This design comes from an exercise in tuning for small area on the open sky130 flow, not from production work.
The RTL was checked by simulation tests, not by an equivalence proof against the original design.
No activity file was given, so power comes from the tool's default toggle rates.

===== design/flow/flow/run.sh =====
#!/bin/bash
# Own layout flow: the standard flow with an area-oriented ABC script,
# a denser floorplan, small port buffers and a clock tree of small buffers
# without dummy loads.
set -euo pipefail
W=$(pwd)
export FLOW_WORK=$W
export AREA_ABC_SCRIPT=$W/flow/area.abc
export BUFFER_PORTS_ARGS="-buffer_cell sky130_fd_sc_hd__buf_1"
export CTS_ARGS="-sink_clustering_enable -repair_clock_nets -dont_use_dummy_load -buf_list {sky130_fd_sc_hd__clkbuf_4 sky130_fd_sc_hd__clkbuf_8}"
bash standard.sh SYNTH_SCRIPT=$W/flow/synth_abc.tcl finish > $W/flow_make.log 2>&1

===== design/flow/flow/area.abc =====
strash
ifraig
dc2
strash
&get -n
&dch -f
&nf -R 1000
&put

===== design/flow/flow/synth_abc.tcl =====
# The standard flow's synthesis, with ABC run on an area-oriented script. Registers are
# mapped before ABC runs, so they are the standard synthesis's.
proc abc {args} {
  set i [lsearch -exact $args -script]
  if {$i >= 0} {
    lset args [expr {$i+1}] $::env(AREA_ABC_SCRIPT)
  }
  yosys abc {*}$args
}
source $::env(FLOW_WORK)/synth_recipe.tcl

===== design/flow/standard.sh =====
#!/bin/bash
# synth_recipe.tcl (not shown) runs the flow's synth.tcl, then flattens the netlist and writes it again
# the make line also repeats each setting of config.mk as NAME=value (left out here)
make -C /OpenROAD-flow-scripts/flow DESIGN_CONFIG=/design/flow/config.mk WORK_HOME=/design/flow/orfs CLKGATE_MAP_FILE= SYNTH_SCRIPT=/design/flow/synth_recipe.tcl "${@:-finish}"

===== design/flow/config.mk =====
export PLATFORM = sky130hd
export DESIGN_NAME = dcache
export DESIGN_NICKNAME = dcache
export VERILOG_FILES = /design/flow/design.v
export SDC_FILE = /design/flow/constraint.sdc
export NUM_CORES = 4
export LEC_CHECK = 0
export CAP_MARGIN = 20
export CORE_MARGIN = 2
export CORE_UTILIZATION = 65
export PLACE_DENSITY = 0.75
export SETUP_SLACK_MARGIN = 0.3
export SLEW_MARGIN = 20

===== design/flow/constraint.sdc =====
create_clock -name core_clock -period 12.0 [get_ports {CLK}]
set_input_delay 2.4000 -clock core_clock [delete_from_list [all_inputs] [get_ports {CLK}]]
set_output_delay 2.4000 -clock core_clock [all_outputs]
set_load 0.01 [all_outputs]

===== design/flow/design.v =====
package dcache_pkg;
  typedef logic [32-1:0] word_t;
endpackage
`timescale 1ns/1ps
module dcache (
  input  logic               CLK,
  input  logic               nRST,
  input  logic               dmem_ren,
  input  logic               dmem_wen,
  input  dcache_pkg::word_t  dmem_addr,
  input  dcache_pkg::word_t  dmem_store,
  output logic               dhit,
  output dcache_pkg::word_t  dmem_load,
  input  logic               dwait,
  input  dcache_pkg::word_t  dload,
  output logic               dren,
  output logic               dwen,
  output dcache_pkg::word_t  daddr,
  output dcache_pkg::word_t  dstore,
  input  logic               cc_grant,
  output logic               cc_inv_req,
  output dcache_pkg::word_t  cc_addr,
  input  logic               snoop_req,
  input  logic               snoop_excl,
  input  dcache_pkg::word_t  snoop_addr,
  output logic               snoop_ack
);
  localparam int IW = 3;
  localparam int TW = (32 - 3 - 3);
  localparam int WW = 32;
  localparam int NS = 2**IW;
  localparam logic [3:0] IDLE        = 4'd0;
  localparam logic [3:0] INV_REQ     = 4'd1;
  localparam logic [3:0] EVICT_WB1   = 4'd2;
  localparam logic [3:0] EVICT_WB2   = 4'd3;
  localparam logic [3:0] FILL1       = 4'd4;
  localparam logic [3:0] FILL2       = 4'd5;
  localparam logic [3:0] FILL_DONE   = 4'd6;
  localparam logic [3:0] SNOOP_WB1   = 4'd7;
  localparam logic [3:0] SNOOP_WB2   = 4'd8;
  localparam logic [3:0] SNOOP_TRANS = 4'd9;
  logic [3:0] state, nxt_state;
  logic [NS-1:0] valid0, valid1, dirty0, dirty1;
  logic [NS-1:0] lru;
  logic          victim_q;
  logic [TW-1:0] tag0 [NS];
  logic [TW-1:0] tag1 [NS];
  logic [WW-1:0] dat0 [NS][2];
  logic [WW-1:0] dat1 [NS][2];
  logic s_idle, s_inv, s_ewb1, s_ewb2, s_f1, s_f2, s_fd, s_swb1, s_swb2, s_st;
  assign s_idle = (state == IDLE);
  assign s_inv  = (state == INV_REQ);
  assign s_ewb1 = (state == EVICT_WB1);
  assign s_ewb2 = (state == EVICT_WB2);
  assign s_f1   = (state == FILL1);
  assign s_f2   = (state == FILL2);
  assign s_fd   = (state == FILL_DONE);
  assign s_swb1 = (state == SNOOP_WB1);
  assign s_swb2 = (state == SNOOP_WB2);
  assign s_st   = (state == SNOOP_TRANS);
  logic evict, snoop_wb, word2;
  assign evict    = s_ewb1 | s_ewb2;
  assign snoop_wb = s_swb1 | s_swb2;
  assign word2    = s_ewb2 | s_swb2 | s_f2;
  logic          snoop_mode;
  logic [IW-1:0] dm_idx, ridx;
  logic [TW-1:0] ctag;
  assign snoop_mode = (s_idle & snoop_req) | snoop_wb | s_st;
  assign dm_idx     = dmem_addr[IW+2:3];
  assign ridx       = snoop_mode ? snoop_addr[IW+2:3] : dm_idx;
  assign ctag       = snoop_mode ? snoop_addr[WW-1:IW+3] : dmem_addr[WW-1:IW+3];
  logic          rv0, rv1, rd0, rd1;
  logic [TW-1:0] rt0, rt1;
  logic          hit0, hit1, any, hdirty;
  assign rv0    = valid0[ridx];
  assign rv1    = valid1[ridx];
  assign rd0    = dirty0[ridx];
  assign rd1    = dirty1[ridx];
  assign rt0    = tag0[ridx];
  assign rt1    = tag1[ridx];
  assign hit0   = rv0 && (rt0 == ctag);
  assign hit1   = rv1 && (rt1 == ctag);
  assign any    = hit0 | hit1;
  assign hdirty = hit1 ? rd1 : rd0;
  logic pick, pick_dirty;
  assign pick       = !rv0 ? 1'b0 : (!rv1 ? 1'b1 : lru[ridx]);
  assign pick_dirty = pick ? rd1 : rd0;
  logic          rword, rway;
  logic [WW-1:0] r0, r1, rdata;
  assign rword = (evict | snoop_wb) ? word2 : dmem_addr[2];
  assign rway  = evict ? victim_q : hit1;
  assign r0    = dat0[ridx][rword];
  assign r1    = dat1[ridx][rword];
  assign rdata = rway ? r1 : r0;
  assign dmem_load = rdata;
  assign dstore    = rdata;
  assign cc_addr   = {dmem_addr[WW-1:3], 3'b000};
  assign daddr     = {(evict ? (victim_q ? rt1 : rt0) : ctag), ridx, word2, 2'b00};
  logic wr_hit, lru_upd;
  assign wr_hit = s_idle & !snoop_req & !dmem_ren & dmem_wen & any & hdirty;
  always_comb
  begin
    nxt_state  = state;
    dhit       = 1'b0;
    dren       = 1'b0;
    dwen       = 1'b0;
    cc_inv_req = 1'b0;
    snoop_ack  = 1'b0;
    case (state)
      IDLE:
      begin
        if (snoop_req)
          nxt_state = (any && hdirty) ? SNOOP_WB1 : SNOOP_TRANS;
        else if (dmem_ren)
        begin
          if (any)
            dhit = 1'b1;
          else
            nxt_state = pick_dirty ? EVICT_WB1 : FILL1;
        end
        else if (dmem_wen)
        begin
          if (any && hdirty)
            dhit = 1'b1;
          else
            nxt_state = INV_REQ;
        end
      end
      INV_REQ:
      begin
        cc_inv_req = 1'b1;
        if (cc_grant)
          nxt_state = any ? FILL_DONE : (pick_dirty ? EVICT_WB1 : FILL1);
      end
      EVICT_WB1:
      begin
        dwen = 1'b1;
        if (!dwait) nxt_state = EVICT_WB2;
      end
      EVICT_WB2:
      begin
        dwen = 1'b1;
        if (!dwait) nxt_state = FILL1;
      end
      FILL1:
      begin
        dren = 1'b1;
        if (!dwait) nxt_state = FILL2;
      end
      FILL2:
      begin
        dren = 1'b1;
        if (!dwait) nxt_state = FILL_DONE;
      end
      FILL_DONE:
      begin
        dhit      = 1'b1;
        nxt_state = IDLE;
      end
      SNOOP_WB1:
      begin
        dwen = 1'b1;
        if (!dwait) nxt_state = SNOOP_WB2;
      end
      SNOOP_WB2:
      begin
        dwen = 1'b1;
        if (!dwait) nxt_state = SNOOP_TRANS;
      end
      SNOOP_TRANS:
      begin
        snoop_ack = 1'b1;
        nxt_state = IDLE;
      end
      default:
        nxt_state = IDLE;
    endcase
  end
  assign lru_upd = (s_idle & !snoop_req & any & (dmem_ren | (!dmem_ren & dmem_wen & hdirty))) | s_fd;
  logic          fill_we, wen, wway, wword;
  logic [WW-1:0] wdat;
  assign fill_we = (s_f1 | s_f2) & !dwait;
  assign wen     = fill_we | wr_hit | (s_fd & dmem_wen);
  assign wway    = (s_f1 | s_f2) ? victim_q : hit1;
  assign wword   = (s_f1 | s_f2) ? s_f2 : dmem_addr[2];
  assign wdat    = (s_f1 | s_f2) ? dload : dmem_store;
  always_ff @(posedge CLK)
  begin
    for (int s = 0; s < NS; s++)
    begin
      if (s_f1 && !dwait && !victim_q && dm_idx == s)
        tag0[s] <= dmem_addr[WW-1:IW+3];
      if (s_f1 && !dwait && victim_q && dm_idx == s)
        tag1[s] <= dmem_addr[WW-1:IW+3];
      for (int k = 0; k < 2; k++)
      begin
        if (wen && !wway && dm_idx == s && wword == k)
          dat0[s][k] <= wdat;
        if (wen && wway && dm_idx == s && wword == k)
          dat1[s][k] <= wdat;
      end
    end
  end
  always_ff @(posedge CLK, negedge nRST)
  begin
    if (!nRST)
    begin
      state    <= IDLE;
      valid0   <= '0;
      valid1   <= '0;
      dirty0   <= '0;
      dirty1   <= '0;
      lru      <= '0;
      victim_q <= 1'b0;
    end
    else
    begin
      state <= nxt_state;
      if (s_idle || s_inv)
        victim_q <= pick;
      if (lru_upd)
        lru[dm_idx] <= ~hit1;
      if (s_f1 && !dwait)
      begin
        if (victim_q) begin valid1[dm_idx] <= 1'b0; dirty1[dm_idx] <= 1'b0; end
        else          begin valid0[dm_idx] <= 1'b0; dirty0[dm_idx] <= 1'b0; end
      end
      if (s_f2 && !dwait)
      begin
        if (victim_q) valid1[dm_idx] <= 1'b1;
        else          valid0[dm_idx] <= 1'b1;
      end
      if (s_fd && dmem_wen)
      begin
        if (hit1) dirty1[dm_idx] <= 1'b1;
        else      dirty0[dm_idx] <= 1'b1;
      end
      if (s_st && any)
      begin
        if (hit1) begin dirty1[ridx] <= 1'b0; if (snoop_excl) valid1[ridx] <= 1'b0; end
        else      begin dirty0[ridx] <= 1'b0; if (snoop_excl) valid0[ridx] <= 1'b0; end
      end
    end
  end
endmodule

==> summary.md, run 1 <==
| Metric | Value |
|---|---|
| Status | `no timing/DRC/antenna violations` |
| Final TNS setup | `0 ns` |
| Worst slew margin | `0.215` |
| Slew Limit Fails | `0` |
| Slew @ Worst Pin | `1.18 ns` |
| Maximum root-to-sink buffer count | `3` |
| HP Class | `reg -> reg` |
| First-pass GRT wire length | `231 mm` |
| WP data arrival | `8.67 ns` |
| H-tree depth | `4` |
| Setup Fix Bufs, Post-CTS | `0` |
| Post-synth EDFFs | `1440` |
| Final worst slack | `0.932 ns` |
| Initial detailed-routing violation count | `6702` |
| Fmax | `90.4 MHz` |
| Worst-path clk slew | `0.06 ns` |
| Pwr/cell area | `232 nW/um^2` |
| Seq/Total Area, Yosys | `0.798` |
| CP max stage delay | `0.81 ns` |
| Vias after detailed routing | `35800` |
| Largest net degree at the start of global routing | `65` |
| Cell Count, Final, Fillers Out | `4875` |
| Crit path max-delay cell type | `o21ai_0` |
| Gr ovfl total | `0` |
| GR Util All Layers | `0.372` |
| CTS sink count | `1485` |
| Leakage | `0.0197 uW` |
| Cell area after synthesis | `55600 sq um` |
| Die ar. | `87900 sq um` |
| Placed inst area | `59200 sq um` |
| Critical path startpoint category | `primary input` |
| Port Buffers | `258` |
| Ys Warns | `5` |
| PostCTS Resize Cnt | `0` |
| Later-pin clock latency in the skew report | `0.94 ns` |
| Antenna violations before repair | `3` |
| FF+latch count, synth | `1485` |
| Detail Placement HPWL | `86.4 mm` |
| CTS tree | `yes` |
| # hold bufs at CTS | `0` |
| Max VDD drop | `156 uV` |
| Asr flop ratio synth | `0.0303` |
| Die H | `296 um` |
| Routability cong. | `0.894` |
| Final Hold Vio Count | `0` |
| Fin crit share | `0.922` |
| Clock Root Buffer | `clkbuf_8` |
| CP cell instances | `buf_1 > clkinv_1 > o21ai_4 > buf_4 > ha_1 > and2_2 > buf_4 > a222oi_1 > a31oi_1 > a21oi_1 > xnor2_1 > nand3_1 > nor4_1 > and3_1 > o21ai_4 > buf_4 > o21ai_0 > buf_1` |
| Initial core utilization | `0.654` |
| Vias in the first global route | `35200` |
| DRT antenna net count | `0` |
| Post-Route Skew | `0.133 ns` |
| Worst path required time | `9.60 ns` |
| Setup WS pre-CTS | `1.10 ns` |
| DR DRC count | `0` |
| Crit path kind | `in -> out` |
| Wirelength per Cell | `33.5 um` |
| Pre-antenna DRT Iters | `10` |
| Core Area | `85000 sq um` |
| Delay-heaviest family, CP | `buffers and inverters` |
| Buf/Inv on CP | `6` |
| Worst-path fanout max | `38` |
| Layout area overhead | `12.0%` |
| Minimum clock period | `11.07 ns` |
| Vias per cell | `7.34` |
| Top FF cell, synth | `edfxtp_1` |
| Cells after synthesis | `3195` |
| IO Count | `269` |
| Row count | `107` |
| Final net count | `3879` |
| Share of cells above drive strength 1 | `0.112` |
| Design Area, Final | `62300 sq um` |
| Unrepaired setup endpoints after global routing | `no` |
| CP most frequent cell | `buf_4` |
| Syn avg cell area | `17.4 sq um` |
| Max-cap violations | `0` |
| Setup Viol. Count Final | `0` |
| Total power | `14400 uW` |
| Chip Width | `296 um` |
| Fill count | `4999` |
| CP endpoint kind | `output pin` |
| Yosys cell types | `54` |
| Routed WL | `163 mm` |
| Cells after DPL | `4652` |
| Total CTS buffers | `219` |
-- path summary, 6_finish.rpt --
check	from	end	slack, ns	cells after the start
worst min-delay path	lru[1]	lru[1]	0.48	2
worst max register to register	state[0]	dat1[1][8]	2.67	27
min in group asynchronous	nRST	dirty0[1]	1.60	2
worst max-delay path	dmem_addr[3]	dmem_load[17]	0.93	18
max in group asynchronous	nRST	valid0[5]	9.90	2
worst min register to register	lru[1]	lru[1]	0.48	2
-- power breakdown --
group / internal (uW) / leakage, uW / switching, uW / total, uW
clock network: 1590 / 0.00157 / 1670 / 3260
registers: 6230 / 0.0136 / 52.4 / 6280
logic: 1440 / 0.00456 / 3460 / 4900
-- cell usage in the layout (no fill, tap or decap), types with 5 or more instances in the layout --
cell type  count
a21oi_1       89
a221oi_1     115
a222oi_1     263
a22o_1        44
a22oi_1      121
a31oi_1       20
a32oi_1        7
and2_0        14
and2_2         7
and3_1        14
buf_1        257
buf_12         7
buf_16         7
buf_4        107
clkbuf_8     219
clkinv_1      24
conb_1         5
dfrtp_1       45
edfxtp_1    1440
ha_1          10
mux2_1        13
mux2i_1       16
nand2_1      290
nand2b_1      12
nand3_1      110
nand4_1       61
nor2_1        71
nor2_4        37
nor2b_1        8
nor3_1        39
nor3_4        25
nor4_1        13
o21ai_0      101
o221ai_1      11
o22a_1        12
or2_0          8
or3_1          5
xnor2_1       16
xor2_1        10
-- final cells by class --
| cell class | count | area [sq um] | share of cell area |
|---|---|---|---|
| inverters | 25 | 93.8 | 0.00151 |
| clock buffers | 219 | 3010 | 0.0484 |
| well taps | 1144 | 1430 | 0.0230 |
| multi-input cells | 1622 | 11300 | 0.181 |
| diodes | 1 | 2.50 | 0.0000402 |
| repair buffers | 379 | 2110 | 0.0338 |
| flip-flops and latches | 1485 | 44400 | 0.712 |
-- flip-flops by register name, indices dropped and copies added (netlist names) --
register	cells
valid1	8
tag0	208
state	4
dirty1	8
tag1	208
victim_q	1
valid0	8
dat1	512
lru	8
dat0	512
dirty0	8
-- cell families (layout without fill, tap and decap cells) --
family / after synthesis / in the layout / share of synthesized area
buf+inv: 92 / 623 / 0.0107
other cells: 1 / 6 / 0.0000675
mux: 29 / 29 / 0.00551
flops: 1485 / 1485 / 0.798
xor+xnor: 26 / 26 / 0.00410
simple gates: 734 / 734 / 0.0611
fa+ha+maj: 11 / 11 / 0.00248
compound gates: 817 / 817 / 0.118
-- cells in the mapped netlist (3+ instances only) --
| cell | n | share of area |
|---|---|---|
| and3_1 | 14 | 0.0016 |
| or4_1 | 3 | 0.00041 |
| nand2_1 | 291 | 0.020 |
| a21o_1 | 3 | 0.00041 |
| nor3b_1 | 3 | 0.00041 |
| a22oi_1 | 121 | 0.016 |
| nor4b_1 | 3 | 0.00047 |
| a21oi_1 | 89 | 0.0080 |
| nand4_1 | 61 | 0.0069 |
| ha_1 | 11 | 0.0025 |
| o21ai_0 | 103 | 0.0093 |
| or2_0 | 9 | 0.0010 |
| nor3_1 | 65 | 0.0059 |
| o221ai_1 | 11 | 0.0017 |
| or3_1 | 5 | 0.00056 |
| a32oi_1 | 7 | 0.0011 |
| nand3_1 | 111 | 0.010 |
| edfxtp_1 | 1440 | 0.78 |
| o22ai_1 | 4 | 0.00045 |
| and2_0 | 23 | 0.0026 |
| o211ai_1 | 3 | 0.00041 |
| o22a_1 | 12 | 0.0019 |
| nor4_1 | 13 | 0.0015 |
| mux2i_1 | 16 | 0.0029 |
| buf_4 | 67 | 0.0090 |
| mux2_1 | 13 | 0.0026 |
| a22o_1 | 44 | 0.0069 |
| xor2_1 | 10 | 0.0016 |
| xnor2_1 | 16 | 0.0025 |
| o21a_1 | 4 | 0.00054 |
| dfrtp_1 | 45 | 0.020 |
| a221oi_1 | 115 | 0.018 |
| nor2_1 | 108 | 0.0073 |
| nor2b_1 | 8 | 0.00090 |
| nand2b_1 | 13 | 0.0015 |
| a31oi_1 | 20 | 0.0023 |
| clkinv_1 | 25 | 0.0017 |
| a222oi_1 | 263 | 0.047 |
-- worst register-to-register path, cell delays in order, from the launching register on --
cell	delay, ns
dfrtp_1	0.64
nor3_1	0.22
a31oi_1	0.36
nand3_2	0.28
o21ai_4	0.40
buf_4	0.32
ha_1	0.33
and2_2	0.79
buf_4	0.35
a222oi_1	0.11
a31oi_1	0.27
a21oi_1	0.12
xnor2_1	0.43
nand2_1	0.10
nor4_1	0.32
nand3_1	0.18
nor3_4	0.29
buf_4	0.43
nor2b_1	0.15
a21oi_1	0.33
or4b_1	0.19
nor2_1	0.05
nor3_1	0.45
or2_1	0.95
clkinv_1	0.23
nand2_1	0.24
nor2_4	0.04
buf_4	0.35
-- stage by stage --
| stage | utilization | hold slack, ns |
|---|---|---|
| 2_1_floorplan | - | 0.438 |
| 3_3_place_gp | 0.695 | 0.459 |
| 3_5_place_dp | 0.696 | 0.461 |
| 4_1_cts | 0.731 | 0.477 |
| 5_1_grt | 0.733 | 0.524 |
| 6_report | 0.733 | 0.483 |
-- routing by layer --
metal  up-vias  part of all wire  global-route usage
met4         2             0.047               0.177
met5         -          0.000043                   0
met3       549              0.14              0.0761
met1     17600              0.34               0.491
li1      14600                 -                   -
met2      3077              0.48               0.600
==> run 2, diff against run 1 <==
==> design/flow/run.sh (new file) <==
#!/bin/bash
# synth_recipe.tcl (not shown) runs the flow's synth.tcl, then flattens the netlist and writes it again
# the make line also repeats each setting of config.mk as NAME=value (left out here)
make -C /OpenROAD-flow-scripts/flow DESIGN_CONFIG=/design/flow/config.mk WORK_HOME=/design/flow/orfs CLKGATE_MAP_FILE= SYNTH_SCRIPT=/design/flow/synth_recipe.tcl finish
--- a/design/flow/config.mk
+++ b/design/flow/config.mk
@@ -7,7 +7,7 @@
 export LEC_CHECK = 0
 export CAP_MARGIN = 20
 export CORE_MARGIN = 2
-export CORE_UTILIZATION = 65
-export PLACE_DENSITY = 0.75
+export CORE_UTILIZATION = 40
+export PLACE_DENSITY = 0.6
 export SETUP_SLACK_MARGIN = 0.3
 export SLEW_MARGIN = 20
removed: design/flow/flow/run.sh
removed: design/flow/flow/area.abc
removed: design/flow/flow/synth_abc.tcl
removed: design/flow/standard.sh
==> run 2 against run 1 <==
Synthesized area increased by 6.8%. Synthesized cell count rose by 19%. Clock skew down 0.069 ns. Global-route usage fell by 12 points. Count of clock-buffer cells in the layout fell by 27. Largest cell class unchanged. Critical endpoint is now dmem_load[1]. Critical path type unchanged.
==> summary.md, run 2 <==
| Metric | Value |
|---|---|
| Status | `no timing/DRC/antenna violations` |
| Share of cells above drive strength 1 | `0.127` |
| Row count | `141` |
| Synth cell count leaders | `edfxtp_1, a22oi_1, a21oi_1` |
| Slew @ Worst Pin | `1.21 ns` |
| Wirelength per Cell | `31.8 um` |
| Later-pin clock latency in the skew report | `0.80 ns` |
| Gr ovfl total | `0` |
| H-tree depth | `4` |
| Routed WL | `194 mm` |
| Worst slew margin | `0.187` |
| Cells after synthesis | `3789` |
| Final TNS setup | `0 ns` |
| WP data arrival | `9.08 ns` |
| Pre-antenna DRT Iters | `8` |
| Reg2reg path depth | `22` |
| Leakage | `0.0223 uW` |
| Maximum root-to-sink buffer count | `3` |
| Total CTS buffers | `153` |
| Dominant cells by area after synthesis | `edfxtp_1, a22oi_1, dfrtp_1` |
| DR DRC count | `0` |
| Asr flop ratio synth | `0.0303` |
| First-pass GRT wire length | `273 mm` |
| Minimum clock period | `11.48 ns` |
| Clock Root Buffer | `clkbuf_16` |
| Total power | `17000 uW` |
| Worst path required time | `9.60 ns` |
| Top-area cell type share of the netlist area | `0.728` |
| Top Registers | `dat0 x512, dat1 x512` |
| CTS tree | `yes` |
| Slew Limit Fails | `0` |
| Ys Warns | `5` |
| Top FF cell, synth | `edfxtp_1` |
| Die ar. | `152000 sq um` |
| Most common cell after layout, fill and taps aside | `edfxtp_1` |
| DRT antenna net count | `0` |
| GR Util All Layers | `0.251` |
| Port Buffers | `258` |
| Initial core utilization | `0.403` |
| Largest net degree at the start of global routing | `65` |
| Min Hold Slack | `0.507 ns` |
| # hold bufs at CTS | `0` |
| Max-cap violations | `0` |
| Max VDD drop | `200 uV` |
| Critical path startpoint category | `primary input` |
| Post-Route Skew | `0.0638 ns` |
| Core Area | `147000 sq um` |
| Post-synth EDFFs | `1440` |
| Seq/Total Area, Yosys | `0.747` |
| FF+latch count, synth | `1485` |
| Final net count | `4219` |
| Detail Placement HPWL | `107 mm` |
| HP Class | `reg -> reg` |
| Unrepaired setup endpoints after global routing | `no` |
| Initial detailed-routing violation count | `5627` |
| Routability cong. | `0.960` |
| Cell area after synthesis | `59400 sq um` |
| CP endpoint kind | `output pin` |
| Most frequent cells in the layout | `edfxtp_1, a22oi_1, clkdlybuf4s50_1` |
| R2r setup slk | `3.88 ns` |
| Hold depth | `2` |
| Fin crit share | `0.957` |
| Worst-path clk slew | `0.06 ns` |
| IO Count | `269` |
| Fmax | `87.1 MHz` |
| Count leader, synth | `edfxtp_1` |
| Vias per cell | `6.32` |
| CTS sink count | `1485` |
| Antenna violations before repair | `3` |
| Fill count | `12700` |
| Worst-path fanout max | `41` |
| Die H | `389 um` |
| Vias after detailed routing | `38600` |
| Pwr/cell area | `244 nW/um^2` |
| Multi-input logic area | `13900 sq um` |
| Crit path kind | `in -> out` |
| Register Area | `44400 sq um` |
| Vias in the first global route | `37200` |
| Chip Width | `389 um` |
| Syn avg cell area | `15.7 sq um` |
| Yosys top cell by area | `edfxtp_1` |
| Final Hold Vio Count | `0` |
| Layout area overhead | `17.3%` |
| Yosys cell types | `95` |
| Setup Viol. Count Final | `0` |
[run 2: path summary, 6_finish.rpt]
check | start | to
setup / recovery | snoop_req | dmem_load[1]
hold / removal | dirty1[0] | dirty1[0]
setup reg to reg | state[3] | dat0[13][20]
hold reg to reg | dirty1[0] | dirty1[0]
max in group asynchronous | nRST | lru[7]
min in group asynchronous | nRST | state[0]
[run 2: cell families after synthesis]
group / synth area share
and+or+nand+nor: 0.0615
adders and majority gates: 0.00249
buffers and inverters: 0.0275
AOI/OAI and AO/OA: 0.135
muxes: 0.0228
other: 0.0000631
xor gates and xnor gates: 0.00354
DFF: 0.747
[run 2: stage by stage]
step | area (sq um) | utilization | std cells | worst slack (ns)
after floorplan | 59400 | - | 3793 | 0.926
after global placement | 64900 | 0.440 | 5842 | 0.577
after detailed placement | 64900 | 0.440 | 5844 | 0.500
after CTS | 69600 | 0.472 | 6106 | 0.478
after global routing | 69600 | 0.472 | 6109 | 0.369
final | 69600 | 0.472 | 6110 | 0.522
[run 2: cell type report]
| cell class | instances | share of cell area |
|---|---|---|
| tap | 1930 | 0.0347 |
| inverter | 25 | 0.00135 |
| timing repair buffer | 434 | 0.0604 |
| antenna | 1 | 0.0000359 |
| clock inverter | 70 | 0.00864 |
| sequential | 1485 | 0.637 |
| multi-input combinational | 1973 | 0.200 |
| clock buffer | 192 | 0.0580 |
[run 2: per-layer routing]
layer / part of all wire / global-route usage / vias to the layer above
met3: 0.10 / 0.0454 / 318
met5: 0.000046 / 0 / -
met2: 0.47 / 0.394 / 2380
met1: 0.40 / 0.355 / 19900
met4: 0.030 / 0.0781 / 2
li1: - / - / 16000
[run 2: report_power, final]
group / total (uW) / internal (uW) / switching (uW)
logic: 6170 / 2180 / 3990
registers: 6360 / 6270 / 86.2
clock network: 4460 / 2460 / 1990
[run 2: timing repair]
action                     in CTS  in global routing
buffers inserted                0                  2
setup endpoints to repair       0                 25
resized for setup               0                  4
[run 2: critical path, stage by stage]
cell and delay (ns):
clkdlybuf4s50_1 0.51, nor2b_1 0.20, buf_4 0.22, o211ai_1 0.29
o211ai_4 0.19, inv_1 0.12, buf_4 0.27, ha_4 0.44
buf_12 0.28, nand2_1 0.09, nand3_1 0.11, a21oi_1 0.07
or3_1 0.51, a221o_1 0.40, o31ai_1 0.34, o2111ai_2 0.29
nor4_4 0.35, buf_4 0.19, mux2i_4 0.10, buf_12 0.21
mux2i_1 0.15, a221oi_1 0.64, clkdlybuf4s50_1 0.67

static timing again, ports no longer ideal:
How much do the figures lean on ideal ports? The routed layouts below were timed once more, with nothing changed but the port constraints. Step 1 assumes that a clkbuf_16 drives the clock port and a buf_2 every other input. Step 2 moves the port delays by t, midway between the first and last clock arrival at a register: inputs arrive t later, outputs are due t later. That takes back most of the time a late clock gives input paths. a / b / c = no drivers / after step 1 / after step 2; a / b = the first two.
| run | t (ns) | setup WS [ns] | worst data-port slew with drivers (ns) |
|---|---|---|---|
| run 1 | 0.948 | 0.932 / 0.909 / 0.909 | 0.04 |
| run 2 | 0.842 | 0.522 / 0.501 / 0.501 | 0.10 |
After both steps every run listed still meets setup and hold. For run 1, which loses most, drivers alone change the setup slack by -0.023 ns; drivers and shift together by -0.023 ns.
